This design comes from an exercise in tuning for small area on the open sky130 flow, not from production work.
RTL that was checked went through simulation tests only; none was proved equivalent to the original.
Only the layout flow was run in run 7; the RTL was not checked for function there.
No activity file was given, so power comes from the tool's default toggle rates.

==> design/flow/design.v <==
package reg_file_pkg;
   localparam int unsigned DATA_WIDTH_DEFAULT = 64;
   localparam int unsigned ADDR_WIDTH_DEFAULT = 5;
   localparam int unsigned ZERO_REG           = 31;
   typedef logic [DATA_WIDTH_DEFAULT-1:0] reg_data_t;
   typedef logic [ADDR_WIDTH_DEFAULT-1:0] reg_addr_t;
   function automatic int unsigned zero_reg_of(input int unsigned addr_width);
      zero_reg_of = (32'd1 << addr_width) - 32'd1;
   endfunction
endpackage
module reg_file_read_port
#(
   parameter int unsigned DATA_WIDTH = reg_file_pkg::DATA_WIDTH_DEFAULT,
   parameter int unsigned ADDR_WIDTH = reg_file_pkg::ADDR_WIDTH_DEFAULT,
   parameter int unsigned NREGS      = reg_file_pkg::zero_reg_of(ADDR_WIDTH)
) (
   input  logic [NREGS-1:0][DATA_WIDTH-1:0] mem,
   input  logic [NREGS-1:0]                 valid,
   input  logic [ADDR_WIDTH-1:0]            read_addr,
   output logic [DATA_WIDTH-1:0]            read_data
);
   localparam int unsigned NG = (NREGS + 2) / 3;   
   localparam int unsigned NM = (NG + 3) / 4;      
   logic [NREGS-1:0] sel;
   always_comb begin
      for (int unsigned i = 0; i < NREGS; i++) begin
         sel[i] = valid[i] && (read_addr == ADDR_WIDTH'(i));
      end
   end
   for (genvar j = 0; j < DATA_WIDTH; j++) begin : g_bit
      logic [NG-1:0] grp_n;   
      logic [NM-1:0] mrg;     
      for (genvar g = 0; g < NG; g++) begin : g_grp
         if (3 * g + 2 < NREGS) begin : g_3
            rf_aoi222 u_aoi (
               .a1 (mem[3*g][j]),   .a2 (sel[3*g]),
               .b1 (mem[3*g+1][j]), .b2 (sel[3*g+1]),
               .c1 (mem[3*g+2][j]), .c2 (sel[3*g+2]),
               .y  (grp_n[g])
            );
         end else if (3 * g + 1 < NREGS) begin : g_2
            rf_aoi22 u_aoi (
               .a1 (mem[3*g][j]),   .a2 (sel[3*g]),
               .b1 (mem[3*g+1][j]), .b2 (sel[3*g+1]),
               .y  (grp_n[g])
            );
         end else begin : g_1
            rf_nand #(.N(2)) u_nand (
               .a ({mem[3*g][j], sel[3*g]}),
               .y (grp_n[g])
            );
         end
      end
      for (genvar m = 0; m < NM; m++) begin : g_mrg
         localparam int unsigned LO = 4 * m;
         localparam int unsigned HI = (4 * m + 3 < NG) ? 4 * m + 3 : NG - 1;
         rf_nand #(.N(HI - LO + 1)) u_nand (
            .a (grp_n[HI:LO]),
            .y (mrg[m])
         );
      end
      rf_or #(.N(NM)) u_or (
         .a (mrg),
         .y (read_data[j])
      );
   end
endmodule
module rf_ao22 (
   input  logic a1, a2, b1, b2,
   output logic y
);
   assign y = (a1 & a2) | (b1 & b2);
endmodule
module rf_aoi22 (
   input  logic a1, a2, b1, b2,
   output logic y
);
   assign y = ~((a1 & a2) | (b1 & b2));
endmodule
module rf_aoi222 (
   input  logic a1, a2, b1, b2, c1, c2,
   output logic y
);
   assign y = ~((a1 & a2) | (b1 & b2) | (c1 & c2));
endmodule
module rf_nand #(
   parameter int unsigned N = 2
) (
   input  logic [N-1:0] a,
   output logic         y
);
   assign y = ~&a;
endmodule
module rf_or #(
   parameter int unsigned N = 2
) (
   input  logic [N-1:0] a,
   output logic         y
);
   assign y = |a;
endmodule
module reg_file
#(
   parameter int unsigned DATA_WIDTH = reg_file_pkg::DATA_WIDTH_DEFAULT,
   parameter int unsigned ADDR_WIDTH = reg_file_pkg::ADDR_WIDTH_DEFAULT
) (
   input  logic                  clk,
   input  logic                  reset,
   input  logic                  reg_write,
   input  logic [ADDR_WIDTH-1:0] reg_write_dest,
   input  logic [ADDR_WIDTH-1:0] reg_read_addr_1,
   input  logic [ADDR_WIDTH-1:0] reg_read_addr_2,
   input  logic [DATA_WIDTH-1:0] reg_write_data,
   output logic [DATA_WIDTH-1:0] reg_read_data_1,
   output logic [DATA_WIDTH-1:0] reg_read_data_2
);
   localparam int unsigned NREGS = reg_file_pkg::zero_reg_of(ADDR_WIDTH);
   logic [NREGS-1:0][DATA_WIDTH-1:0] mem_q;
   logic [NREGS-1:0][DATA_WIDTH-1:0] mem_d;
   logic [NREGS-1:0]                 valid_q;
   logic [NREGS-1:0]                 wr_row;
   logic [NREGS-1:0]                 hold_row;
   always_comb begin
      for (int unsigned i = 0; i < NREGS; i++) begin
         wr_row[i]   = reg_write && (reg_write_dest == ADDR_WIDTH'(i));
         hold_row[i] = !wr_row[i];
      end
   end
   always_ff @(posedge clk or posedge reset) begin
      if (reset) begin
         valid_q <= '0;
      end else begin
         valid_q <= valid_q | wr_row;
      end
   end
   for (genvar i = 0; i < NREGS; i++) begin : g_row
      for (genvar j = 0; j < DATA_WIDTH; j++) begin : g_bit
         rf_ao22 u_wr (
            .a1 (mem_q[i][j]),
            .a2 (hold_row[i]),
            .b1 (reg_write_data[j]),
            .b2 (wr_row[i]),
            .y  (mem_d[i][j])
         );
      end
   end
   always_ff @(posedge clk) begin
      mem_q <= mem_d;
   end
   reg_file_read_port #(
      .DATA_WIDTH (DATA_WIDTH),
      .ADDR_WIDTH (ADDR_WIDTH)
   ) u_read_port_1 (
      .mem       (mem_q),
      .valid     (valid_q),
      .read_addr (reg_read_addr_1),
      .read_data (reg_read_data_1)
   );
   reg_file_read_port #(
      .DATA_WIDTH (DATA_WIDTH),
      .ADDR_WIDTH (ADDR_WIDTH)
   ) u_read_port_2 (
      .mem       (mem_q),
      .valid     (valid_q),
      .read_addr (reg_read_addr_2),
      .read_data (reg_read_data_2)
   );
endmodule
==> design/flow/flow/run.sh <==
#!/bin/bash
# The standard layout (bash standard.sh), with two changes made through ORFS's own
# variables: ports are buffered with the smallest buffer, and clock tree synthesis
# uses small clock buffers, larger sink clusters and no dummy loads.
set -euo pipefail
export BUFFER_PORTS_ARGS="-buffer_cell sky130_fd_sc_hd__buf_1"
export CTS_ARGS="-sink_clustering_enable -repair_clock_nets -dont_use_dummy_load -buf_list {sky130_fd_sc_hd__clkbuf_4 sky130_fd_sc_hd__clkbuf_8} -sink_clustering_size 20 -sink_clustering_max_diameter 60"
bash standard.sh > standard.log 2>&1
==> design/flow/standard.sh <==
#!/bin/bash
# synth_recipe.tcl (not shown) runs the flow's synth.tcl, then flattens the netlist and writes it again
# the make line also repeats each setting of config.mk as NAME=value (left out here)
make -C /OpenROAD-flow-scripts/flow DESIGN_CONFIG=/design/flow/config.mk WORK_HOME=/design/flow/orfs CLKGATE_MAP_FILE= SYNTH_SCRIPT=/design/flow/synth_recipe.tcl "${@:-finish}"
==> design/flow/config.mk <==
export PLATFORM = sky130hd
export DESIGN_NAME = reg_file
export DESIGN_NICKNAME = reg_file
export VERILOG_FILES = /design/flow/design.v
export SDC_FILE = /design/flow/constraint.sdc
export NUM_CORES = 4
export LEC_CHECK = 0
export ABC_CLOCK_PERIOD_IN_PS = 1000000
export CAP_MARGIN = 20
export CELL_PAD_IN_SITES_DETAIL_PLACEMENT = 1
export CELL_PAD_IN_SITES_GLOBAL_PLACEMENT = 1
export CORE_MARGIN = 2
export CORE_UTILIZATION = 25
export PLACE_DENSITY = 0.3
export SLEW_MARGIN = 20
export SYNTH_HIERARCHICAL = 1
==> design/flow/constraint.sdc <==
create_clock -name core_clock -period 7.0 [get_ports {clk}]
set_input_delay 1.4000 -clock core_clock [delete_from_list [all_inputs] [get_ports {clk}]]
set_output_delay 1.4000 -clock core_clock [all_outputs]
set_load 0.01 [all_outputs]
==> flow_summary.yaml, run 1 <==
outcome:
  status: "complete, no violations"
place:
  portBuffers: 209
  place_hpwl_mm: 320
  dp.cells: 10700
  gp_congestion: 0.817
  placed_area_um2: 85700
clocking:
  cts_root_buf: "clkbuf_8"
  insertion_delay_ns: 1.10
  post_cts_buffers: 0
  htreeDepth: 4
  clkTransAtPathRegs_ns: 0.09
  cts_tree: "built"
  cts_sinks: 2015
  hold_buffers: 0
  cts.repair.resized: 0
  cts.path.max_buffers: 4
  cts_buffers: 235
die:
  ios: 210
  core_um2: 301000
  rows: 201
  dieHeight_um: 554
  die_w_um: 554
  start_util_pct: 25.2
  die_area_um2: 307000
timing:
  finalCriticalPeriod_ns: 6.19
  tightest_slew_ns: 1.25
  finalHoldViolations: 0
  timing.fmax_ghz: 0.162
  grt_setup_unrepaired: "no"
  max_slew_margin_pct: 16.6
  setup_violations: 0
  setup_tns_ns: 0
  finalCritPeriodShare_pct: 88.4
  drv_slew: 0
  clock_skew_ns: 0
routing:
  ant_nets: 0
  first_iter_violations: 14200
  routed_wl_mm: 546
  firstDrtPassIters: 14
  via_count: 78400
  drc: 0
  route.detailed.wl_per_inst_um: 49.8
  via_per_inst: 7.15
logic_synthesis:
  synth_area_um2: 75700
  ys_seq_area_share_pct: 53.5
  syn_inst: 6152
  ys_types: 34
  syn_nets: 6234
  syn_avg_cell_area_um2: 12.3
  synth_top_area_cell: "dfxtp_1"
  yosys_register_bits: 2015
  yosysWarnings: 8
  ys_top_cells_by_area: "dfxtp_1, a22o_1, a222oi_1, nand4_1, or3_1"
  yosysTopAreaCellShare_pct: 52.5
critical_path:
  crit_fanout: 34
  crit_required_ns: 5.60
  cp-end-kind: "output pin"
  cp-start-kind: "primary input"
  worstSetupPathType: "in2out"
  arrival_ns: 4.79
cells_and_area:
  final_cell_count_no_fill: 11000
  area_growth_pct: 17.7
  drive_gt1_share_pct: 11.2
  final_cell_area_um2: 89000
  layout_common_cells: "a22o_1, dfxtp_1, a222oi_1, buf_4, nand4_1"
  nets: 7064
global_routing:
  grt_max_degree: 65
  grt-ovfl-total: 0
  grt_pass1_wl_mm: 722
  grt_usage_pct: 34.0
  grt_pass1_vias: 76700
  grt_antenna_before_repair: 61
min_path:
  hold_class: "in2async"
pwr:
  vdd_ir_drop_max_mv: 0.145
  p_leak_nw: 33.1
  p_per_area_nw_per_um2: 305
job:
  drv_cap: 0
[cells by family after synthesis]
group           count (synthesis)  share of synthesized area (%)
compound gates               3295                           40.2
buf+inv                        22                          0.139
flops                        2015                           53.5
simple gates                  820                           6.12
[report_power, final]
group | switching [mW] | leakage, nW | internal (mW)
clock | 4.62 | 1.69 | 2.96
combinational | 1.72 | 14.5 | 2.13
sequential | 1.94 | 16.9 | 13.8
[final timing paths]
check / startpoint / endpoint / slack, ns / depth (start not counted)
max in group asynchronous: reset / valid_q[21]$_DFF_PP0_ / 6.20 / 3
max: reg_read_addr_2[1] / reg_read_data_2[43] / 0.81 / 9
max reg2reg: mem_q[1304]$_DFF_P_ / mem_q[1304]$_DFF_P_ / 6.28 / 1
min: reset / valid_q[20]$_DFF_PP0_ / 0.40 / 3
min in group core_clock: valid_q[19]$_DFF_PP0_ / valid_q[19]$_DFF_PP0_ / 0.50 / 1
min reg2reg: valid_q[19]$_DFF_PP0_ / valid_q[19]$_DFF_PP0_ / 0.50 / 1
[state kept, by name, summed over array words and instances (netlist names)]
name	count
valid_q	31
mem_q	1984
[routing by layer]
metal	up-vias	track usage, %	wire length (um)
met2	4906	52.0	238000
met3	1092	7.59	47800
met1	42100	45.8	236000
met4	12	14.4	24500
li1	30300	-	-
met5	-	0	80
[per-module statistics from Yosys, one instance, submodules excluded, a selection]
module / cell area [um2] / flops+latches
rf_ao22: 8.76 / 0
reg_file: 41300 / 2015
rf_aoi222: 10.0 / 0
[cell type report]
type / count / area, um2
repair buffers: 614 / 4450
well taps: 3958 / 4950
flip-flops and latches: 2015 / 40500
clock buffers: 235 / 3230
inverters: 1 / 3.75
multi-input cells: 4115 / 35800
fillers: 32600 / 211000
diodes: 33 / 82.6
[critical path, cell delays in order]
cell,delay (ns)
buf_1,0.37
and3b_2,0.31
and3_4,0.45
buf_4,0.35
buf_4,0.23
a222oi_1,0.66
nand4_1,0.32
or3_1,0.47
buf_1,0.15
[metrics by stage]
stage	utilization, %	total power, mW	hold WS (ns)	worst slack, ns
final	29.6	27.1	0.400	0.812
after global routing	29.6	28.3	0.417	0.847
after CTS	29.6	27.2	0.337	0.985
after detailed placement	28.5	19.7	0.479	1.00
after global placement	28.5	19.6	0.487	0.956
after floorplan	-	17.8	0.432	2.24
[cells in the mapped netlist (all sizes together)]
master   count
a22o      1984
dfxtp     1984
a222oi    1280
nand4      257
nand2      160
nand3      128
or3        128
and3        64
nor2        36
a21o        31
dfrtp       31
clkbuf      13
nor2b       10
buf          8
and3b        6
nor3b        6
and2         5
and4b        3
and4bb       3
nand4b       3
nand4bb      3
nand2b       2
nor3         2
and4         1
inv          1
nor4b        1
or2          1
or4b         1
==> run 2, diff against run 1 <==
==> design/flow/flow/run.sh (replaced) <==
#!/bin/bash
# The standard layout (bash standard.sh), with two changes made through ORFS's own
# variables: ports are buffered with the smallest buffer, and clock tree synthesis
# uses small clock buffers, larger sink clusters and no dummy loads.
set -euo pipefail
export BUFFER_PORTS_ARGS="-buffer_cell sky130_fd_sc_hd__buf_1"
export CTS_ARGS="-sink_clustering_enable -repair_clock_nets -dont_use_dummy_load -buf_list {sky130_fd_sc_hd__clkbuf_8} -sink_clustering_size 16 -sink_clustering_max_diameter 70"
bash standard.sh > standard.log 2>&1
--- a/design/flow/config.mk
+++ b/design/flow/config.mk
@@ -11,6 +11,6 @@
 export CELL_PAD_IN_SITES_GLOBAL_PLACEMENT = 1
 export CORE_MARGIN = 2
-export CORE_UTILIZATION = 25
-export PLACE_DENSITY = 0.3
+export CORE_UTILIZATION = 28
+export PLACE_DENSITY = 0.35
 export SLEW_MARGIN = 20
 export SYNTH_HIERARCHICAL = 1
==> run 2 against run 1 <==
Compared with the run above: still clean on timing, DRC and antenna; highest routed layer unchanged; global-route usage is 1.4 points higher; total power is 3.3% lower; critical path depth down 1; final area decreased by 1.8%; count of clock-buffer cells in the layout decreased by 47; core utilization rose by 2.9 points; largest power group unchanged.
==> flow_summary.yaml, run 2 <==
routing:
  routed_wl_mm: 508
  via_per_inst: 7.41
  firstDrtPassIters: 13
  route.detailed.wl_per_inst_um: 48.6
  drc: 0
  via_count: 77300
  first_iter_violations: 14900
  ant_nets: 0
die:
  die_w_um: 524
  ios: 210
  die_area_um2: 274000
  core_um2: 268000
  start_util_pct: 28.2
  dieHeight_um: 524
  rows: 190
logic_synthesis:
  syn_inst: 6152
  syn_avg_cell_area_um2: 12.3
  ys_top_cells_by_count: "a22o_1, dfxtp_1, a222oi_1"
  ys_seq_area_share_pct: 53.5
  ys_types: 34
  yosysTopAreaCellShare_pct: 52.5
  syn_nets: 6234
  synth_top_area_cell: "dfxtp_1"
  synth_ff_type: "dfxtp_1"
  synth_area_um2: 75700
  ys_top_cells_by_area: "dfxtp_1, a22o_1, a222oi_1, nand4_1, or3_1"
  yosys_register_bits: 2015
  async_flop_share_pct: 1.54
  yosysWarnings: 8
  synth_edf_count: 0
place:
  portBuffers: 209
  gp_congestion: 0.850
  pre_cts_ws_ns: 1.13
  placed_area_um2: 84700
  place_hpwl_mm: 304
  dp.cells: 10200
job:
  drv_cap: 0
global_routing:
  grt_max_degree: 65
  grt_antenna_before_repair: 50
  grt-ovfl-total: 0
  grt_pass1_vias: 75000
  grt_pass1_wl_mm: 676
  grt_usage_pct: 35.4
timing:
  timing.hold.ws_ns: 0.446
  timing.fmax_ghz: 0.167
  setup_tns_ns: 0
  finalCritPeriodShare_pct: 85.6
  max_slew_margin_pct: 17.2
  setup_slack_ns: 1.01
  drv_slew: 0
  clock_skew_ns: 0
  setup_violations: 0
  finalCriticalPeriod_ns: 5.99
  grt_setup_unrepaired: "no"
  finalHoldViolations: 0
  tightest_slew_ns: 1.24
cells_and_area:
  layout_common_cells: "a22o_1, dfxtp_1, a222oi_1, buf_4, nand4_1"
  largest_reg_flops: 1984
  top_regs: "mem_q: 1984 flops, valid_q: 31 flops"
  area_growth_pct: 15.5
  final_cell_count_no_fill: 10400
  fillers: 28900
  largest-register: "mem_q"
  drive_gt1_share_pct: 9.88
  final_cell_area_um2: 87400
  register_area_um2: 40500
  nets: 6956
  multi_input_area_um2: 35800
pwr:
  p_sw_share_pct: 30.3
  power_frac_clock_pct: 25.6
  p_leak_nw: 32.4
  p_per_area_nw_per_um2: 300
  power_switching_mw: 7.95
  seqPwrFrac_pct: 59.8
  comb_power_share_pct: 14.6
  p_int_mw: 18.3
  vdd_ir_drop_max_mv: 0.163
outcome:
  status: "complete, no violations"
critical_path:
  cp-start-kind: "primary input"
  worstSetupPathType: "in2out"
  crit_required_ns: 5.60
  crit_fanout: 39
  arrival_ns: 4.59
  cp-end-kind: "output pin"
clocking:
  clkTransAtPathRegs_ns: 0.11
  cts_tree: "built"
  insertion_delay_ns: 0.98
  htreeDepth: 4
  post_cts_buffers: 0
  cts_buffers: 188
  cts_root_buf: "clkbuf_8"
  cts.repair.resized: 0
  cts_sinks: 2015
  cts.path.max_buffers: 4
  hold_buffers: 0
min_path:
  hold_class: "in2async"
[run 2: layout make-up]
class / instances / share of cell area, %
clock buffer: 188 / 2.96
multi-input combinational: 4115 / 41.0
tap: 3552 / 5.08
inverter: 1 / 0.00429
timing repair buffer: 553 / 4.60
antenna: 13 / 0.0372
sequential: 2015 / 46.3
[run 2: path summary, 6_finish.rpt]
path                                       start                    end  slack (ns)  cells past startpoint
max                           reg_read_addr_2[4]    reg_read_data_2[21]        1.01                      8
min reg2reg                valid_q[29]$_DFF_PP0_  valid_q[29]$_DFF_PP0_        0.51                      1
max in group asynchronous                  reset   valid_q[0]$_DFF_PP0_        6.20                      3
min                                        reset   valid_q[9]$_DFF_PP0_        0.45                      3
max reg2reg                 valid_q[3]$_DFF_PP0_   valid_q[3]$_DFF_PP0_        6.25                      1
min in group core_clock    valid_q[29]$_DFF_PP0_  valid_q[29]$_DFF_PP0_        0.51                      1
[run 2: stage by stage]
step	utilization [%]	total power, mW
after global routing	32.6	27.3
after CTS	32.5	26.3
after global placement	31.5	19.5
after floorplan	-	17.8
after detailed placement	31.6	19.6
final	32.6	26.2
[run 2: logic make-up after synthesis]
kind of cell | after synthesis | share of synthesized area (%)
AO/OA/AOI/OAI | 3295 | 40.2
buffers and inverters | 22 | 0.139
flip-flops | 2015 | 53.5
AND/OR/NAND/NOR | 820 | 6.12
[run 2: metal layers]
| metal | part of all wire (%) | routed length, um | global-route usage, % | vias up |
|---|---|---|---|---|
| met3 | 9.3 | 47000 | 8.10 | 1118 |
| met4 | 4.7 | 23700 | 15.1 | 4 |
| li1 | - | - | - | 30000 |
| met2 | 43 | 219000 | 53.6 | 4914 |
| met5 | 0.0073 | 37 | 0.0173 | - |
| met1 | 43 | 218000 | 48.0 | 41300 |
[run 2: power by group through the flow]
stage                     registers (mW)  clock network [mW]  logic, mW
after floorplan                     15.3                   0       2.56
after global placement              15.8                   0       3.67
after detailed placement            15.8                   0       3.78
after CTS                           15.6                6.90       3.78
after global routing                16.0                7.28       4.05
final                               15.7                6.73       3.82
[run 2: modules after synthesis, one instance, submodules excluded, excerpt]
module     flops+latches  cells inside  cell area (um2)  copies in the design
rf_ao22                0             1             8.76                  1984
reg_file            2015          2154            41300                     1
rf_aoi222              0             1             10.0                  1280
[run 2: worst max-delay path, stage by stage]
cell,delay [ns]
buf_1,0.30
nor2b_1,0.34
and3_4,0.89
buf_4,0.56
a222oi_1,0.20
nand4_1,0.29
or3_1,0.25
buf_1,0.21
==> run 3, diff against run 2 <==
--- a/design/flow/config.mk
+++ b/design/flow/config.mk
@@ -7,5 +7,5 @@
 export LEC_CHECK = 0
 export ABC_CLOCK_PERIOD_IN_PS = 1000000
-export CAP_MARGIN = 20
+export CAP_MARGIN = 10
 export CELL_PAD_IN_SITES_DETAIL_PLACEMENT = 1
 export CELL_PAD_IN_SITES_GLOBAL_PLACEMENT = 1
@@ -13,4 +13,4 @@
 export CORE_UTILIZATION = 28
 export PLACE_DENSITY = 0.35
-export SLEW_MARGIN = 20
+export SLEW_MARGIN = 10
 export SYNTH_HIERARCHICAL = 1
==> run 3 against run 2 <==
Compared with the run above: count of clock-buffer cells in the layout decreased by 3; synthesized area did not move; die area is the same; maximum frequency shrank 1.9%; cell count hardly changed; core utilization down 0.060 points; largest power group unchanged; highest routed layer unchanged.
==> flow_summary.yaml, run 3 <==
timing:
  timing.hold.ws_ns: 0.423
  drv_slew: 0
  max_slew_margin_pct: 8.50
  setup_tns_ns: 0
  grt_setup_unrepaired: "no"
  tightest_slew_ns: 1.37
  finalCritPeriodShare_pct: 87.3
  finalCriticalPeriod_ns: 6.11
  timing.fmax_ghz: 0.164
  finalHoldViolations: 0
  setup_violations: 0
  clock_skew_ns: 0
clocking:
  hold_buffers: 0
  htreeDepth: 4
  cts_buffers: 185
  post_cts_buffers: 0
  insertion_delay_ns: 0.97
  cts_sinks: 2015
  cts_root_buf: "clkbuf_8"
  cts_tree: "built"
  clkTransAtPathRegs_ns: 0.10
  cts.repair.resized: 0
  cts.path.max_buffers: 4
logic_synthesis:
  ys_top_cells_by_count: "a22o_1, dfxtp_1, a222oi_1"
  ys_seq_area_share_pct: 53.5
  synth_top_area_cell: "dfxtp_1"
  syn_nets: 6234
  synth_edf_count: 0
  synth_ff_type: "dfxtp_1"
  yosysWarnings: 8
  yosys_register_bits: 2015
  ys_types: 34
  async_flop_share_pct: 1.54
  ys_top_cells_by_area: "dfxtp_1, a22o_1, a222oi_1, nand4_1, or3_1"
  syn_avg_cell_area_um2: 12.3
  synth_area_um2: 75700
  yosysTopAreaCellShare_pct: 52.5
  syn_inst: 6152
global_routing:
  grt_pass1_vias: 74900
  grt_usage_pct: 35.3
  grt_max_degree: 65
  grt_pass1_wl_mm: 674
  grt-ovfl-total: 0
  grt_antenna_before_repair: 54
cells_and_area:
  nets: 6947
  largest_reg_flops: 1984
  largest-register: "mem_q"
  area_growth_pct: 15.3
  drive_gt1_share_pct: 9.76
  layout_common_cells: "a22o_1, dfxtp_1, a222oi_1, buf_4, nand4_1"
  final_cell_count_no_fill: 10400
  utilization_pct: 32.5
  top_regs: "mem_q: 1984 flops, valid_q: 31 flops"
  fillers: 28800
place:
  place_hpwl_mm: 303
  dp.cells: 10200
  portBuffers: 209
  gp_congestion: 0.850
pwr:
  p_per_area_nw_per_um2: 300
  vdd_ir_drop_max_mv: 0.159
  p_total_mw: 26.2
  p_leak_nw: 32.3
die:
  die_area_um2: 274000
  start_util_pct: 28.2
  dieHeight_um: 524
  rows: 190
  core_um2: 268000
  die_w_um: 524
  ios: 210
routing:
  via_per_inst: 7.42
  route.detailed.wl_per_inst_um: 48.6
  drc: 0
  first_iter_violations: 15300
  firstDrtPassIters: 13
  via_count: 77500
  routed_wl_mm: 508
  ant_nets: 0
critical_path:
  rr_startpoint: "valid_q[3]$_DFF_PP0_"
  crit_cells: 8
  max_stage_delay_ns: 1.01
  cp-end-kind: "output pin"
  crit_required_ns: 5.60
  cp-endpoint: "reg_read_data_2[34]"
  crit_fanout: 36
  rrSetupSlack_ns: 6.24
  r2r_cells: 1
  cpMostUsedCell: "buf_1"
  reg2reg_to: "valid_q[3]$_DFF_PP0_"
  cp_cell_sequence: "buf_1, nor2b_1, and3_4, buf_4, a222oi_1, nand4_1, or3_1, buf_1"
  worstSetupPathType: "in2out"
  crit_family: "simple AND/OR/NAND/NOR gates"
  cp-start-kind: "primary input"
  arrival_ns: 4.71
  crit_start: "reg_read_addr_2[3]"
  cp_slowest_cell: "and3_4"
  worst-path-buf-inv: 3
job:
  drv_cap: 0
outcome:
  status: "complete, no violations"
min_path:
  hold_class: "in2async"
==> run 3: per-module statistics from Yosys, one instance, submodules excluded, excerpt <==
module,cells inside,copies in the design
reg_file,2154,1
rf_ao22,1,1984
rf_aoi222,1,1280
==> run 3: worst min-delay path: stages <==
cell   delay (ns)
buf_1        0.07
inv_1        0.04
buf_4        0.39
==> run 3: cell families after synthesis <==
kind of cell	after synthesis	synth area share (%)
compound gates	3295	40.2
simple gates	820	6.12
flops	2015	53.5
buf+inv	22	0.139
==> run 3: layer usage <==
layer  vias to the layer above  wire, um  global-route usage, %
met4                         4     22600                   15.0
li1                      30100         -                      -
met5                         -        33                      0
met2                      5031    220000                   53.3
met3                      1058     46200                   7.84
met1                     41300    219000                   48.3
==> run 3: power breakdown <==
part           internal, mW  switching, mW
sequential             13.8           1.92
clock                  2.36           4.33
combinational          2.12           1.69
total                  18.2           7.94
==> run 3: worst min-delay path by stage <==
stage                          startpoint               endpoint  slack (ns)  cells after the start
global placement    valid_q[29]$_DFF_PP0_  valid_q[29]$_DFF_PP0_        0.48                      1
floorplan            valid_q[9]$_DFF_PP0_   valid_q[9]$_DFF_PP0_        0.43                      1
global route                        reset  valid_q[20]$_DFF_PP0_        0.44                      3
CTS                                 reset  valid_q[16]$_DFF_PP0_        0.36                      3
finish                              reset  valid_q[20]$_DFF_PP0_        0.42                      3
detailed placement   valid_q[1]$_DFF_PP0_   valid_q[1]$_DFF_PP0_        0.48                      1
==> run 3: cell type report <==
class	count	area, um2	area share [%]
sequential	2015	40500	46.4
multi-input combinational	4115	35800	41.1
tap	3552	4440	5.09
timing repair buffer	547	3870	4.44
clock buffer	185	2550	2.92
antenna	25	62.6	0.0717
inverter	1	3.75	0.00430
==> run 3: per-stage QoR <==
stage	setup slack, ns	instance area [um2]
final	0.888	87200
after global routing	0.979	87200
after CTS	1.11	87200
after detailed placement	1.15	84600
after global placement	1.16	84600
after floorplan	2.24	75700
==> run 4, diff against run 3 <==
==> design/flow/flow/run.sh (replaced) <==
#!/bin/bash
# The standard layout (bash standard.sh), with two changes made through ORFS's own
# variables: ports are buffered with the smallest buffer, and clock tree synthesis
# uses small clock buffers, larger sink clusters and no dummy loads.
set -euo pipefail
export BUFFER_PORTS_ARGS="-buffer_cell sky130_fd_sc_hd__buf_1"
export CTS_ARGS="-sink_clustering_enable -repair_clock_nets -dont_use_dummy_load -buf_list {sky130_fd_sc_hd__clkbuf_8} -sink_clustering_size 14 -sink_clustering_max_diameter 70"
bash standard.sh > standard.log 2>&1
--- a/design/flow/config.mk
+++ b/design/flow/config.mk
@@ -11,6 +11,6 @@
 export CELL_PAD_IN_SITES_GLOBAL_PLACEMENT = 1
 export CORE_MARGIN = 2
-export CORE_UTILIZATION = 28
-export PLACE_DENSITY = 0.35
+export CORE_UTILIZATION = 30
+export PLACE_DENSITY = 0.4
 export SLEW_MARGIN = 10
 export SYNTH_HIERARCHICAL = 1
==> run 4 against run 3 <==
Compared with the run above: total power is 0.82% lower; global-route usage grew 1.2 points; synthesized cell count did not move; combinational power about the same; first-iteration DRC count down 0.33%; sequential power about the same; core utilization is 2.1 points higher; maximum frequency is 4.9% lower; cell count fell by 2.2%; sequential share of layout area is 0.13 points higher; worst hold slack better by 0.089 ns; critical endpoint is now reg_read_data_2[51]; largest cell class unchanged; highest routed layer unchanged.
==> flow_summary.yaml, run 4 <==
global_routing:
  grt_pass1_wl_mm: 660
  grt_usage_pct: 36.5
  grt_antenna_before_repair: 36
  grt_max_degree: 65
  grt-ovfl-total: 0
  grt_use_met3_pct: 9.69
  use_met2_pct: 54.7
  grt.busiest_layer: "met2"
  met1_usage_pct: 49.4
  grt_pass1_vias: 75600
pwr:
  vdd_ir_drop_max_mv: 0.193
  p_per_area_nw_per_um2: 299
  p_total_mw: 26.0
  p_leak_nw: 32.3
routing:
  ant_nets: 0
  routed_wl_mm: 492
  drc: 0
  first_iter_violations: 15200
  firstDrtPassIters: 13
  via_per_inst: 7.60
  route.detailed.wl_per_inst_um: 48.2
  via_count: 77600
logic_synthesis:
  syn_nets: 6234
  synth_top_area_cell: "dfxtp_1"
  ys_top_cells_by_area: "dfxtp_1, a22o_1, a222oi_1, nand4_1, or3_1"
  synth_edf_count: 0
  ys_top_cells_by_count: "a22o_1, dfxtp_1, a222oi_1"
  yosysTopAreaCellShare_pct: 52.5
  syn_avg_cell_area_um2: 12.3
  yosysWarnings: 8
  synth_ff_type: "dfxtp_1"
  yosys_register_bits: 2015
  ys_seq_area_share_pct: 53.5
  syn_inst: 6152
  ys_types: 34
  synth_area_um2: 75700
  async_flop_share_pct: 1.54
critical_path:
  max_stage_delay_ns: 1.20
  cp_slowest_cell: "a222oi_1"
  worstSetupPathType: "in2out"
  cp-start-kind: "primary input"
  crit_fanout: 30
  crit_family: "simple AND/OR/NAND/NOR gates"
  crit_required_ns: 5.60
  arrival_ns: 5.02
  cp_cell_sequence: "buf_1, and3b_2, and3_4, a222oi_1, nand4_1, or3_1, buf_1"
  worst-path-buf-inv: 2
  cpMostUsedCell: "buf_1"
  cp-end-kind: "output pin"
place:
  place_hpwl_mm: 294
  gp_congestion: 0.835
  dp.cells: 10000
  portBuffers: 209
cells_and_area:
  largest-register: "mem_q"
  drive_gt1_share_pct: 9.60
  top_regs: "mem_q: 1984 flops, valid_q: 31 flops"
  area_growth_pct: 15.0
  largest_reg_flops: 1984
  nets: 6931
  layout_common_cells: "a22o_1, dfxtp_1, a222oi_1, buf_4, nand4_1"
  final_cell_count_no_fill: 10200
clocking:
  cts_root_buf: "clkbuf_8"
  cts_sinks: 2015
  cts_tree: "built"
  cts_buffers: 180
  clkTransAtPathRegs_ns: 0.09
  post_cts_buffers: 0
  htreeDepth: 4
  hold_buffers: 0
  insertion_delay_ns: 0.97
  cts.path.max_buffers: 3
  cts.repair.resized: 0
timing:
  finalCritPeriodShare_pct: 91.8
  max_slew_margin_pct: 13.3
  timing.fmax_ghz: 0.156
  setup_tns_ns: 0
  finalHoldViolations: 0
  grt_setup_unrepaired: "no"
  clock_skew_ns: 0
  setup_violations: 0
  finalCriticalPeriod_ns: 6.42
  tightest_slew_ns: 1.30
  timing.hold.ws_ns: 0.513
  drv_slew: 0
die:
  ios: 210
  core_um2: 251000
  dieHeight_um: 506
  start_util_pct: 30.1
  die_w_um: 506
  die_area_um2: 256000
  rows: 184
outcome:
  status: "complete, no violations"
job:
  drv_cap: 0
min_path:
  hold_class: "in2async"
## run 4: metal layers
metal	share of wire, %	wire (um)
met5	0.044	219
met3	11	51900
met1	42	207000
met2	43	211000
met4	4.5	22000
## run 4: cells by family (layout without fill, tap and decap cells)
| kind of cell | after synthesis | count (layout) | synth area share, % |
|---|---|---|---|
| AO/OA/AOI/OAI | 3295 | 3295 | 40.2 |
| buffers and inverters | 22 | 717 | 0.139 |
| flip-flops | 2015 | 2015 | 53.5 |
| other | 0 | 16 | 0 |
| AND/OR/NAND/NOR | 820 | 820 | 6.12 |
## run 4: Yosys stat by module (local to each module, per instance), a selection
| module | flops+latches | times used |
|---|---|---|
| rf_ao22 | 0 | 1984 |
| rf_aoi222 | 0 | 1280 |
| reg_file | 2015 | 1 |
## run 4: layout make-up
| type | count | area, um2 |
|---|---|---|
| Antenna cell | 16 | 40.0 |
| Clock buffer | 180 | 2480 |
| Fill cell | 26900 | 164000 |
| Inverter | 1 | 3.75 |
| Multi-Input combinational cell | 4115 | 35800 |
| Sequential cell | 2015 | 40500 |
| Tap cell | 3348 | 4190 |
| Timing Repair Buffer | 536 | 3980 |
## run 4: worst paths after layout
kind	from	endpoint	slack, ns	depth (start not counted)
worst min-delay path	reset	valid_q[3]$_DFF_PP0_	0.51	3
worst max register to register	valid_q[21]$_DFF_PP0_	valid_q[21]$_DFF_PP0_	6.26	1
worst min register to register	valid_q[14]$_DFF_PP0_	valid_q[14]$_DFF_PP0_	0.51	1
min in group core_clock	valid_q[14]$_DFF_PP0_	valid_q[14]$_DFF_PP0_	0.51	1
worst max-delay path	reg_read_addr_2[0]	reg_read_data_2[51]	0.58	7
max in group asynchronous	reset	valid_q[9]$_DFF_PP0_	6.17	3
## run 4: where the power goes
group          internal, mW  total, mW  switching (mW)
sequential             13.8       15.7            1.91
combinational          2.13       3.79            1.66
clock                  2.29       6.52            4.24
## run 4: per-stage QoR
stage               worst slack [ns]  utilization [%]  cell area [um2]
CTS                            0.709             34.6            87000
global placement               0.729             33.6            84500
detailed placement             0.712             33.6            84500
finish                         0.575             34.6            87000
global route                   0.748             34.6            87000
floorplan                       2.24                -            75700
==> run 5, diff against run 4 <==
--- a/design/flow/config.mk
+++ b/design/flow/config.mk
@@ -12,4 +12,5 @@
 export CORE_MARGIN = 2
 export CORE_UTILIZATION = 30
+export GPL_TIMING_DRIVEN = 0
 export PLACE_DENSITY = 0.4
 export SLEW_MARGIN = 10
==> run 5 against run 4 <==
Compared with the run above: non-clock buffer count grew 6; sequential power is essentially flat; global-route usage grew 0.83 points.
==> flow_summary.yaml, run 5 <==
timing:
  tightest_slew_ns: 1.08
  finalCriticalPeriod_ns: 5.91
  timing.fmax_ghz: 0.169
  setup_tns_ns: 0
  clock_skew_ns: 0
  drv_slew: 0
  finalCritPeriodShare_pct: 84.4
  grt_setup_unrepaired: "no"
  finalHoldViolations: 0
  timing.hold.ws_ns: 0.489
  setup_violations: 0
  max_slew_margin_pct: 28.1
cells_and_area:
  utilization_pct: 36.4
  fillers: 26400
  largest-register: "mem_q"
  final_cell_area_um2: 91300
  largest_reg_flops: 1984
  area_growth_pct: 20.7
  nets: 6940
  register_area_um2: 40500
  layout_common_cells: "a22o_1, dfxtp_1, a222oi_1, nand4_1, clkbuf_8"
  top_regs: "mem_q: 1984 flops, valid_q: 31 flops"
  drive_gt1_share_pct: 10.4
  multi_input_area_um2: 35800
place:
  portBuffers: 209
  gp_congestion: 0.748
  place_hpwl_mm: 320
  placed_area_um2: 88800
die:
  start_util_pct: 30.1
  core_um2: 251000
  ios: 210
  die_area_um2: 256000
  rows: 184
  die_w_um: 506
  dieHeight_um: 506
routing:
  firstDrtPassIters: 10
  route.detailed.wl_per_inst_um: 49.2
  ant_nets: 0
  highest_layer: "met5"
  wl_met3_mm: 52.6
  via_count: 78400
  first_iter_violations: 15300
  drc: 0
  wl_met1_mm: 204
  wl_met2_mm: 218
  routed_wl_mm: 503
  via_per_inst: 7.67
clocking:
  htreeDepth: 4
  cts.repair.resized: 0
  cts_root_buf: "clkbuf_8"
  cts_sinks: 2015
  cts_tree: "built"
  post_cts_buffers: 0
  cts_buffers: 183
  clkTransAtPathRegs_ns: 0.07
  cts.path.max_buffers: 3
  hold_buffers: 0
  insertion_delay_ns: 0.98
logic_synthesis:
  syn_inst: 6152
  yosys_register_bits: 2015
  ys_seq_area_share_pct: 53.5
  yosysTopAreaCellShare_pct: 52.5
  async_flop_share_pct: 1.54
  synth_edf_count: 0
  yosysWarnings: 8
  ys_top_cells_by_area: "dfxtp_1, a22o_1, a222oi_1, nand4_1, or3_1"
  synth_ff_type: "dfxtp_1"
  ys_types: 34
  synth_top_area_cell: "dfxtp_1"
  syn_nets: 6234
  ys_top_cells_by_count: "a22o_1, dfxtp_1, a222oi_1"
  syn_avg_cell_area_um2: 12.3
  synth_area_um2: 75700
global_routing:
  grt_usage_pct: 37.3
  grt_antenna_before_repair: 31
  grt_max_degree: 35
  grt_pass1_wl_mm: 674
  grt-ovfl-total: 0
  grt_pass1_vias: 77300
critical_path:
  worstSetupPathType: "in2out"
  cp_slowest_cell: "and3_4"
  cpMostUsedCell: "buf_1"
  crit_fanout: 24
  cp-end-kind: "output pin"
  arrival_ns: 4.51
  cp_cell_sequence: "buf_1, nor3b_2, and3_4, buf_16, buf_12, a222oi_1, nand4_1, or3_1, buf_1"
  max_stage_delay_ns: 0.70
  cp-start-kind: "primary input"
  crit_required_ns: 5.60
outcome:
  status: "complete, no violations"
pwr:
  vdd_ir_drop_max_mv: 0.215
  p_per_area_nw_per_um2: 285
  p_leak_nw: 33.8
  p_total_mw: 26.0
min_path:
  hold_class: "reg2reg"
job:
  drv_cap: 0
run 5: worst max-delay path: cells and delay by family:
kind / cells / cell delay [ns]
simple gates: 4 / 1.76
buf+inv: 4 / 1.12
compound gates: 1 / 0.13
run 5: kinds of logic after synthesis:
kind of cell | count (synthesis) | share of synthesized area [%]
AO/OA/AOI/OAI | 3295 | 40.2
flip-flops | 2015 | 53.5
AND/OR/NAND/NOR | 820 | 6.12
buffers and inverters | 22 | 0.139
run 5: report_power, final:
part	switching, mW	internal [mW]	total [mW]
Clock	4.29	2.32	6.61
Combinational	1.64	2.17	3.81
Sequential	1.83	13.8	15.6
run 5: per-module statistics from Yosys (local to each module, per instance), a selection:
module	area, um2	flip-flops and latches	times used
rf_aoi222	10.0	0	1280
reg_file	41300	2015	1
rf_ao22	8.76	0	1984
run 5: path summary, 6_finish.rpt:
check | start | slack (ns) | endpoint | cells after the start
setup / recovery | reg_read_addr_1[2] | 1.09 | reg_read_data_1[50] | 9
hold reg to reg | valid_q[24]$_DFF_PP0_ | 0.49 | valid_q[24]$_DFF_PP0_ | 1
min in group asynchronous | reset | 0.50 | valid_q[9]$_DFF_PP0_ | 2
setup reg to reg | valid_q[18]$_DFF_PP0_ | 6.28 | valid_q[18]$_DFF_PP0_ | 1
hold / removal | valid_q[24]$_DFF_PP0_ | 0.49 | valid_q[24]$_DFF_PP0_ | 1
max in group asynchronous | reset | 5.95 | valid_q[17]$_DFF_PP0_ | 2
run 5: final cells by class:
type	instances	share of cell area [%]
diodes	16	0.0438
plain buffers	21	0.111
clock buffers	183	2.76
inverters	1	0.00411
multi-input cells	4115	39.2
flip-flops and latches	2015	44.3
well taps	3348	4.59
repair buffers	521	8.94
run 5: routing by layer:
layer  vias up  GRT usage (%)
li1      30000              -
met1     41300           49.1
met2      5616           56.8
met3      1419           9.15
met4        22           18.6
met5         -         0.0741
run 5: through the flow:
step,worst slack (ns),cells
final,1.09,10200
after global routing,1.09,10200
after CTS,1.20,10200
after detailed placement,1.20,10000
after global placement,-4.34,9709
after floorplan,2.24,6152
==> run 6, diff against run 5 <==
--- a/design/flow/config.mk
+++ b/design/flow/config.mk
@@ -11,7 +11,6 @@
 export CELL_PAD_IN_SITES_GLOBAL_PLACEMENT = 1
 export CORE_MARGIN = 2
-export CORE_UTILIZATION = 30
-export GPL_TIMING_DRIVEN = 0
-export PLACE_DENSITY = 0.4
+export CORE_UTILIZATION = 33
+export PLACE_DENSITY = 0.45
 export SLEW_MARGIN = 10
 export SYNTH_HIERARCHICAL = 1
==> run 6 against run 5 <==
Compared with the run above: still clean on timing, DRC and antenna; cell count fell by 3.2%; clock skew did not move; sequential share of layout area rose by 2.3 points; clock power fell by 3.0%; largest cell class unchanged.
==> flow_summary.yaml, run 6 <==
clocking:
  clkTransAtPathRegs_ns: 0.10
  htreeDepth: 4
  cts_sinks: 2015
  cts.path.max_buffers: 3
  cts_tree: "built"
  cts_root_buf: "clkbuf_8"
  hold_buffers: 0
  cts_buffers: 175
  cts.repair.resized: 0
  insertion_delay_ns: 0.99
  post_cts_buffers: 0
cells_and_area:
  multi_input_area_um2: 35800
  fillers: 24400
  final_cell_count_no_fill: 9888
  largest-register: "mem_q"
  layout_common_cells: "a22o_1, dfxtp_1, a222oi_1, buf_4, nand4_1"
  nets: 6945
  register_area_um2: 40500
  drive_gt1_share_pct: 9.81
  top_regs: "mem_q: 1984 flops, valid_q: 31 flops"
  utilization_pct: 38.1
  largest_reg_flops: 1984
  area_growth_pct: 14.7
timing:
  clock_skew_ns: 0
  timing.fmax_ghz: 0.167
  setup_slack_ns: 1.02
  finalCriticalPeriod_ns: 5.98
  setup_tns_ns: 0
  setup_violations: 0
  finalCritPeriodShare_pct: 85.4
  finalHoldViolations: 0
  grt_setup_unrepaired: "no"
  tightest_slew_ns: 1.41
  max_slew_margin_pct: 5.82
  drv_slew: 0
critical_path:
  crit_required_ns: 5.60
  arrival_ns: 4.58
  worstSetupPathType: "in2out"
  cp-start-kind: "primary input"
  crit_fanout: 38
  cp-end-kind: "output pin"
die:
  core_um2: 228000
  rows: 175
  dieHeight_um: 483
  start_util_pct: 33.2
  ios: 210
  die_w_um: 483
  die_area_um2: 233000
place:
  gp_congestion: 0.870
  place_hpwl_mm: 289
  portBuffers: 209
  dp.cells: 9695
  pre_cts_ws_ns: 1.20
logic_synthesis:
  yosysTopAreaCellShare_pct: 52.5
  ys_seq_area_share_pct: 53.5
  ys_top_cells_by_area: "dfxtp_1, a22o_1, a222oi_1, nand4_1, or3_1"
  synth_top_area_cell: "dfxtp_1"
  async_flop_share_pct: 1.54
  yosysWarnings: 8
  yosys_register_bits: 2015
  ys_types: 34
  synth_ff_type: "dfxtp_1"
  ys_top_cells_by_count: "a22o_1, dfxtp_1, a222oi_1"
  synth_area_um2: 75700
  syn_inst: 6152
  syn_avg_cell_area_um2: 12.3
  syn_nets: 6234
  synth_edf_count: 0
pwr:
  seqPwrFrac_pct: 60.5
  vdd_ir_drop_max_mv: 0.151
  p_int_mw: 18.1
  comb_power_share_pct: 14.7
  power_switching_mw: 7.78
  power_frac_clock_pct: 24.8
  p_sw_share_pct: 30.1
  p_per_area_nw_per_um2: 299
  p_leak_nw: 32.4
routing:
  ant_nets: 0
  routed_wl_mm: 486
  via_count: 78800
  via_per_inst: 7.97
  first_iter_violations: 16100
  drc: 0
  route.detailed.wl_per_inst_um: 49.1
  firstDrtPassIters: 14
global_routing:
  grt_pass1_vias: 75200
  grt_usage_pct: 39.8
  grt_pass1_wl_mm: 651
  grt-ovfl-total: 0
  grt_antenna_before_repair: 28
  grt_max_degree: 65
outcome:
  status: "complete, no violations"
min_path:
  hold_class: "in2async"
job:
  drv_cap: 0
-- run 6: cell counts after synthesis --
Identical to the previous run, type by type.
-- run 6: critical path, stage by stage --
cell and delay [ns]:
buf_1 0.21, nor3_1 0.49, and3_4 0.96, buf_4 0.38
a222oi_1 0.16, nand4_1 0.39, or3_1 0.21, buf_1 0.27
-- run 6: final timing paths --
kind	start	endpoint	slack [ns]	cells after the start
worst max-delay path	reg_read_addr_1[4]	reg_read_data_1[22]	1.02	8
min in group core_clock	valid_q[0]$_DFF_PP0_	valid_q[0]$_DFF_PP0_	0.50	1
max in group asynchronous	reset	valid_q[19]$_DFF_PP0_	6.20	3
worst max register to register	mem_q[1012]$_DFF_P_	mem_q[1012]$_DFF_P_	6.25	1
worst min-delay path	reset	valid_q[29]$_DFF_PP0_	0.48	3
worst min register to register	valid_q[0]$_DFF_PP0_	valid_q[0]$_DFF_PP0_	0.50	1
-- run 6: stage by stage --
| step | area, um2 | total power [mW] | hold WS, ns |
|---|---|---|---|
| final | 86800 | 25.9 | 0.475 |
| after global routing | 86700 | 26.9 | 0.475 |
| after CTS | 86700 | 25.8 | 0.407 |
| after detailed placement | 84300 | 19.6 | 0.474 |
| after global placement | 84300 | 19.4 | 0.475 |
| after floorplan | 75700 | 17.8 | 0.432 |
-- run 6: final cells by class --
| class | count | share of cell area, % |
|---|---|---|
| sequential | 2015 | 46.7 |
| multi-input combinational | 4115 | 41.3 |
| inverter | 1 | 0.00433 |
| antenna | 18 | 0.0519 |
| tap | 3009 | 4.34 |
| clock buffer | 175 | 2.78 |
| timing repair buffer | 555 | 4.86 |
-- run 6: cells by family after synthesis --
group | Yosys count | synth area share, %
AO/OA/AOI/OAI | 3295 | 40.2
buffers and inverters | 22 | 0.139
flip-flops | 2015 | 53.5
AND/OR/NAND/NOR | 820 | 6.12
-- run 6: per-layer routing --
layer | part of all wire, % | vias up | global-route usage, %
met3 | 12 | 1197 | 12.0
met5 | 0.028 | - | 0.470
met2 | 42 | 5897 | 57.4
met1 | 42 | 41700 | 54.4
met4 | 4.7 | 16 | 17.3
li1 | - | 30000 | -
-- run 6: power by group through the flow --
| stage | logic (mW) | registers [mW] | clock network [mW] |
|---|---|---|---|
| after global placement | 3.64 | 15.8 | 0 |
| after global routing | 4.03 | 16.0 | 6.90 |
| final | 3.81 | 15.7 | 6.41 |
| after CTS | 3.75 | 15.6 | 6.49 |
| after detailed placement | 3.75 | 15.8 | 0 |
| after floorplan | 2.56 | 15.3 | 0 |
-- run 6: modules after synthesis (local to each module, per instance), excerpt --
module	cells	cell area, um2	flops+latches	copies in the design
reg_file	2154	41300	2015	1
rf_ao22	1	8.76	0	1984
rf_aoi222	1	10.0	0	1280
==> run 7, diff against run 6 <==
==> design/flow/design.v (replaced) <==
package reg_file_pkg;
   localparam int unsigned DATA_WIDTH_DEFAULT = 64;
   localparam int unsigned ADDR_WIDTH_DEFAULT = 5;
   localparam int unsigned ZERO_REG           = 31;
   typedef logic [DATA_WIDTH_DEFAULT-1:0] reg_data_t;
   typedef logic [ADDR_WIDTH_DEFAULT-1:0] reg_addr_t;
   function automatic int unsigned zero_reg_of(input int unsigned addr_width);
      zero_reg_of = (32'd1 << addr_width) - 32'd1;
   endfunction
endpackage
module reg_file_read_port
#(
   parameter int unsigned DATA_WIDTH = reg_file_pkg::DATA_WIDTH_DEFAULT,
   parameter int unsigned ADDR_WIDTH = reg_file_pkg::ADDR_WIDTH_DEFAULT
) (
   input  logic                  reset,
   input  logic                  reg_write,
   input  logic [ADDR_WIDTH-1:0] reg_write_dest,
   input  logic [DATA_WIDTH-1:0] reg_write_data,
   input  logic [2**ADDR_WIDTH-1:0][DATA_WIDTH-1:0] mem,
   input  logic [ADDR_WIDTH-1:0] read_addr,
   output logic [DATA_WIDTH-1:0] read_data
);
   localparam logic [ADDR_WIDTH-1:0] ZERO_ADDR = ADDR_WIDTH'(reg_file_pkg::zero_reg_of(ADDR_WIDTH));
   logic unused_bypass;
   assign unused_bypass = ^{reset, reg_write, reg_write_dest, reg_write_data};
   always_comb begin
      read_data = mem[read_addr];
      if (read_addr == ZERO_ADDR) begin
         read_data = '0;
      end
   end
endmodule
module reg_file
#(
   parameter int unsigned DATA_WIDTH = reg_file_pkg::DATA_WIDTH_DEFAULT,
   parameter int unsigned ADDR_WIDTH = reg_file_pkg::ADDR_WIDTH_DEFAULT
) (
   input  logic                  clk,
   input  logic                  reset,
   input  logic                  reg_write,
   input  logic [ADDR_WIDTH-1:0] reg_write_dest,
   input  logic [ADDR_WIDTH-1:0] reg_read_addr_1,
   input  logic [ADDR_WIDTH-1:0] reg_read_addr_2,
   input  logic [DATA_WIDTH-1:0] reg_write_data,
   output logic [DATA_WIDTH-1:0] reg_read_data_1,
   output logic [DATA_WIDTH-1:0] reg_read_data_2
);
   localparam int unsigned           DEPTH     = 2**ADDR_WIDTH;
   localparam logic [ADDR_WIDTH-1:0] ZERO_ADDR = ADDR_WIDTH'(reg_file_pkg::zero_reg_of(ADDR_WIDTH));
   logic [DEPTH-1:0][DATA_WIDTH-1:0] mem_q;
   logic                  wr_en;
   assign wr_en = reg_write && (reg_write_dest != ZERO_ADDR);
   always_ff @(posedge clk or posedge reset) begin
      if (reset) begin
         for (int unsigned i = 0; i < DEPTH; i++) begin
            mem_q[i] <= '0;
         end
      end else if (wr_en) begin
         mem_q[reg_write_dest] <= reg_write_data;
      end
   end
   reg_file_read_port #(
      .DATA_WIDTH (DATA_WIDTH),
      .ADDR_WIDTH (ADDR_WIDTH)
   ) u_read_port_1 (
      .reset          (reset),
      .reg_write      (reg_write),
      .reg_write_dest (reg_write_dest),
      .reg_write_data (reg_write_data),
      .mem            (mem_q),
      .read_addr      (reg_read_addr_1),
      .read_data      (reg_read_data_1)
   );
   reg_file_read_port #(
      .DATA_WIDTH (DATA_WIDTH),
      .ADDR_WIDTH (ADDR_WIDTH)
   ) u_read_port_2 (
      .reset          (reset),
      .reg_write      (reg_write),
      .reg_write_dest (reg_write_dest),
      .reg_write_data (reg_write_data),
      .mem            (mem_q),
      .read_addr      (reg_read_addr_2),
      .read_data      (reg_read_data_2)
   );
endmodule
==> design/flow/run.sh (new file) <==
#!/bin/bash
# synth_recipe.tcl (not shown) runs the flow's synth.tcl, then flattens the netlist and writes it again
# the make line also repeats each setting of config.mk as NAME=value (left out here)
make -C /OpenROAD-flow-scripts/flow DESIGN_CONFIG=/design/flow/config.mk WORK_HOME=/design/flow/orfs CLKGATE_MAP_FILE= SYNTH_SCRIPT=/design/flow/synth_recipe.tcl finish
==> design/flow/config.mk (replaced) <==
export PLATFORM = sky130hd
export DESIGN_NAME = reg_file
export DESIGN_NICKNAME = reg_file
export VERILOG_FILES = /design/flow/design.v
export SDC_FILE = /design/flow/constraint.sdc
export NUM_CORES = 4
export LEC_CHECK = 0
export CAP_MARGIN = 20
export CORE_MARGIN = 2
export CORE_UTILIZATION = 45
export SLEW_MARGIN = 20
removed: design/flow/flow/run.sh
removed: design/flow/standard.sh
==> run 7 against run 6 <==
Compared with the run above: still clean on timing, DRC and antenna; final area rose by 44%; non-clock buffer count decreased by 18; sequential share of layout area decreased by 5.6 points; combinational power rose by 130%; total power up 46%; sequential cell count is 33 higher; core utilization is 13 points higher; critical endpoint is now reg_read_data_1[31]; largest cell class is now multi-input gates; highest routed layer unchanged.
==> flow_summary.yaml, run 7 <==
outcome:
  status: "complete, no violations"
pwr:
  seqPwrFrac_pct: 44.7
  p_per_area_nw_per_um2: 304
  p_sw_share_pct: 29.2
  p_leak_nw: 55.6
  vdd_ir_drop_max_mv: 0.272
  power_frac_clock_pct: 32.1
  power_switching_mw: 11.1
  comb_power_share_pct: 23.2
  p_int_mw: 26.8
place:
  gp_congestion: 0.861
  portBuffers: 209
  place_hpwl_mm: 247
global_routing:
  grt_usage_pct: 32.4
  grt_pass1_vias: 76500
  grt_antenna_before_repair: 39
  grt_max_degree: 146
  grt_pass1_wl_mm: 586
  grt-ovfl-total: 0
critical_path:
  cp-start-kind: "primary input"
  cp_slowest_cell: "clkdlybuf4s50_1"
  cpMostUsedCell: "buf_4"
  crit_fanout: 33
  cp-end-kind: "output pin"
  max_stage_delay_ns: 0.66
  worstSetupPathType: "in2out"
  worst-path-buf-inv: 3
  arrival_ns: 4.73
  cp_cell_sequence: "buf_4, nand2b_2, buf_4, a21oi_1, nand3_1, nand4_1, clkdlybuf4s50_1"
  crit_family: "buffers and inverters"
  crit_required_ns: 5.60
routing:
  firstDrtPassIters: 6
  first_iter_violations: 7974
  ant_nets: 0
  via_per_inst: 6.66
  route.detailed.wl_per_inst_um: 35.9
  drc: 0
  routed_wl_mm: 410
  via_count: 76100
clocking:
  cts_tree: "built"
  cts_sinks: 2048
  cts.repair.resized: 0
  htreeDepth: 4
  cts.path.max_buffers: 3
  cts_buffers: 226
  post_cts_buffers: 0
  hold_buffers: 0
  clkTransAtPathRegs_ns: 0.06
  insertion_delay_ns: 0.90
  cts_root_buf: "clkbuf_16"
cells_and_area:
  top_regs: "mem_q: 2048 flops"
  largest_reg_flops: 2048
  fillers: 20700
  largest-register: "mem_q"
  multi_input_area_um2: 56200
  final_common_cell: "mux2_2"
  drive_gt1_share_pct: 43.2
  area_growth_pct: 12.4
  register_area_um2: 51200
  nets: 8085
  utilization_pct: 50.8
  layout_common_cells: "mux2_2, dfrtp_1, mux2i_1, mux4_2, a22oi_1"
timing:
  tightest_slew_ns: 1.17
  setup_violations: 0
  timing.fmax_ghz: 0.163
  setup_tns_ns: 0
  drv_slew: 0
  finalCritPeriodShare_pct: 87.6
  finalHoldViolations: 0
  grt_setup_unrepaired: "no"
  finalCriticalPeriod_ns: 6.13
  max_slew_margin_pct: 21.4
  clock_skew_ns: 0
die:
  start_util_pct: 45.2
  die_w_um: 500
  core_um2: 245000
  ios: 210
  dieHeight_um: 500
  die_area_um2: 250000
  rows: 182
min_path:
  hold_class: "reg2reg"
logic_synthesis:
  synth_edf_count: 0
  synth_top_area_cell: "dfrtp_1"
  syn_inst: 8071
  yosysWarnings: 2
  yosys_register_bits: 2048
  ys_top_cells_by_count: "mux2_2, dfrtp_1, mux2i_1"
  yosysTopAreaCellShare_pct: 46.2
  synth_area_um2: 111000
  syn_nets: 8156
  yosysMostFrequentCell: "mux2_2"
  synth_ff_type: "dfrtp_1"
  ys_types: 50
  syn_avg_cell_area_um2: 13.7
  ys_seq_area_share_pct: 46.2
  async_flop_share_pct: 100
  ys_top_cells_by_area: "dfrtp_1, mux2_2, mux4_2, mux2i_1, a22oi_1"
job:
  drv_cap: 0
run 7: cell types whose count changed after synthesis, moves of 188 or more:
cell	previous run	this run
nand4_1	257	69
a22oi_1	0	332
dfrtp_1	31	2048
a22o_1	1984	0
mux2i_1	0	868
mux2_2	0	2084
dfxtp_1	1984	0
clkbuf_1	12	430
buf_2	5	285
a222oi_1	1280	0
mux4_2	0	516
run 7: final timing paths:
kind	start	endpoint	slack [ns]	cells past startpoint
min reg2reg	mem_q[2021]$_DFFE_PP0P_	mem_q[2021]$_DFFE_PP0P_	0.50	1
max	reg_read_addr_1[4]	reg_read_data_1[31]	0.87	7
max in group asynchronous	reset	mem_q[1951]$_DFFE_PP0P_	4.10	4
max reg2reg	mem_q[176]$_DFFE_PP0P_	mem_q[176]$_DFFE_PP0P_	6.17	1
min in group asynchronous	reset	mem_q[1657]$_DFFE_PP0P_	1.03	2
min	mem_q[2021]$_DFFE_PP0P_	mem_q[2021]$_DFFE_PP0P_	0.50	1
run 7: final cells by class:
class,count,share of cell area (%)
Timing Repair Buffer,537,4.50
Clock inverter,72,0.586
Clock buffer,342,5.45
Antenna cell,16,0.0321
Inverter,6,0.0211
Tap cell,3220,3.23
Multi-Input combinational cell,5181,45.1
Sequential cell,2048,41.1
run 7: cells by family after synthesis:
family | Yosys count | share of synthesized area (%)
buf+inv | 842 | 3.32
compound gates | 670 | 4.29
simple gates | 794 | 3.74
mux | 3714 | 42.4
fa+ha+maj | 3 | 0.0339
flops | 2048 | 46.2
run 7: power by group through the flow:
| stage | sequential, mW | clock [mW] | combinational, mW |
|---|---|---|---|
| after detailed placement | 17.1 | 0 | 8.73 |
| after floorplan | 16.5 | 0 | 6.61 |
| after CTS | 16.9 | 12.3 | 8.77 |
| after global placement | 16.9 | 0 | 8.54 |
| after global routing | 17.3 | 12.8 | 9.35 |
| final | 16.9 | 12.2 | 8.79 |
run 7: per-layer routing:
| metal | GRT usage [%] | vias to the layer above | wire length [um] |
|---|---|---|---|
| met5 | 0 | - | 78 |
| met1 | 44.8 | 41100 | 170000 |
| li1 | - | 30400 | - |
| met4 | 15.9 | 14 | 23700 |
| met3 | 5.58 | 1010 | 31600 |
| met2 | 49.6 | 3520 | 185000 |
run 7: per-stage QoR:
step,cells,power [mW],cell area (um2),hold slack [ns],setup WS (ns)
6_report,11400,37.9,125000,0.503,0.866
5_1_grt,11400,39.5,125000,0.520,0.953
4_1_cts,11400,38.0,125000,0.507,1.02
3_5_place_dp,11000,25.8,117000,0.488,1.03
3_3_place_gp,11000,25.4,117000,0.480,1.00
2_1_floorplan,8071,23.1,111000,0.469,-22.84

## static timing again, ports no longer ideal
How much do the figures lean on ideal ports? The routed layouts below were timed once more, with nothing changed but the port constraints. Step 1 assumes that a clkbuf_16 drives the clock port and a buf_2 every other input. Step 2 adds t to the input delays and takes it off the output delays; t is the mean of the earliest and latest rising clock arrival at the registers after step 1. Input paths then give back, and output paths get back, about the clock's delay inside the block. Three values: ideal ports, drivers, drivers and shift; two values: the first two.
run | t, ns | slack for setup (ns) | pins driven straight from the clock port
run 1 | 1.192 | 0.812 / 0.778 / 0.778 | 1
run 2 | 1.099 | 1.006 / 0.974 / 0.974 | 1
run 3 | 1.109 | 0.888 / 0.863 / 0.863 | 1
run 4 | 1.046 | 0.575 / 0.548 / 0.548 | 1
run 5 | 1.083 | 1.092 / 1.066 / 1.066 | 1
run 6 | 1.062 | 1.024 / 0.995 / 0.995 | 1
run 7 | 0.980 | 0.866 / 0.838 / 0.838 | 1
After both steps setup and hold are still met in every run listed. The setup slack of run 1, which loses most, moves by -0.034 ns with the drivers and by -0.034 ns with both steps.
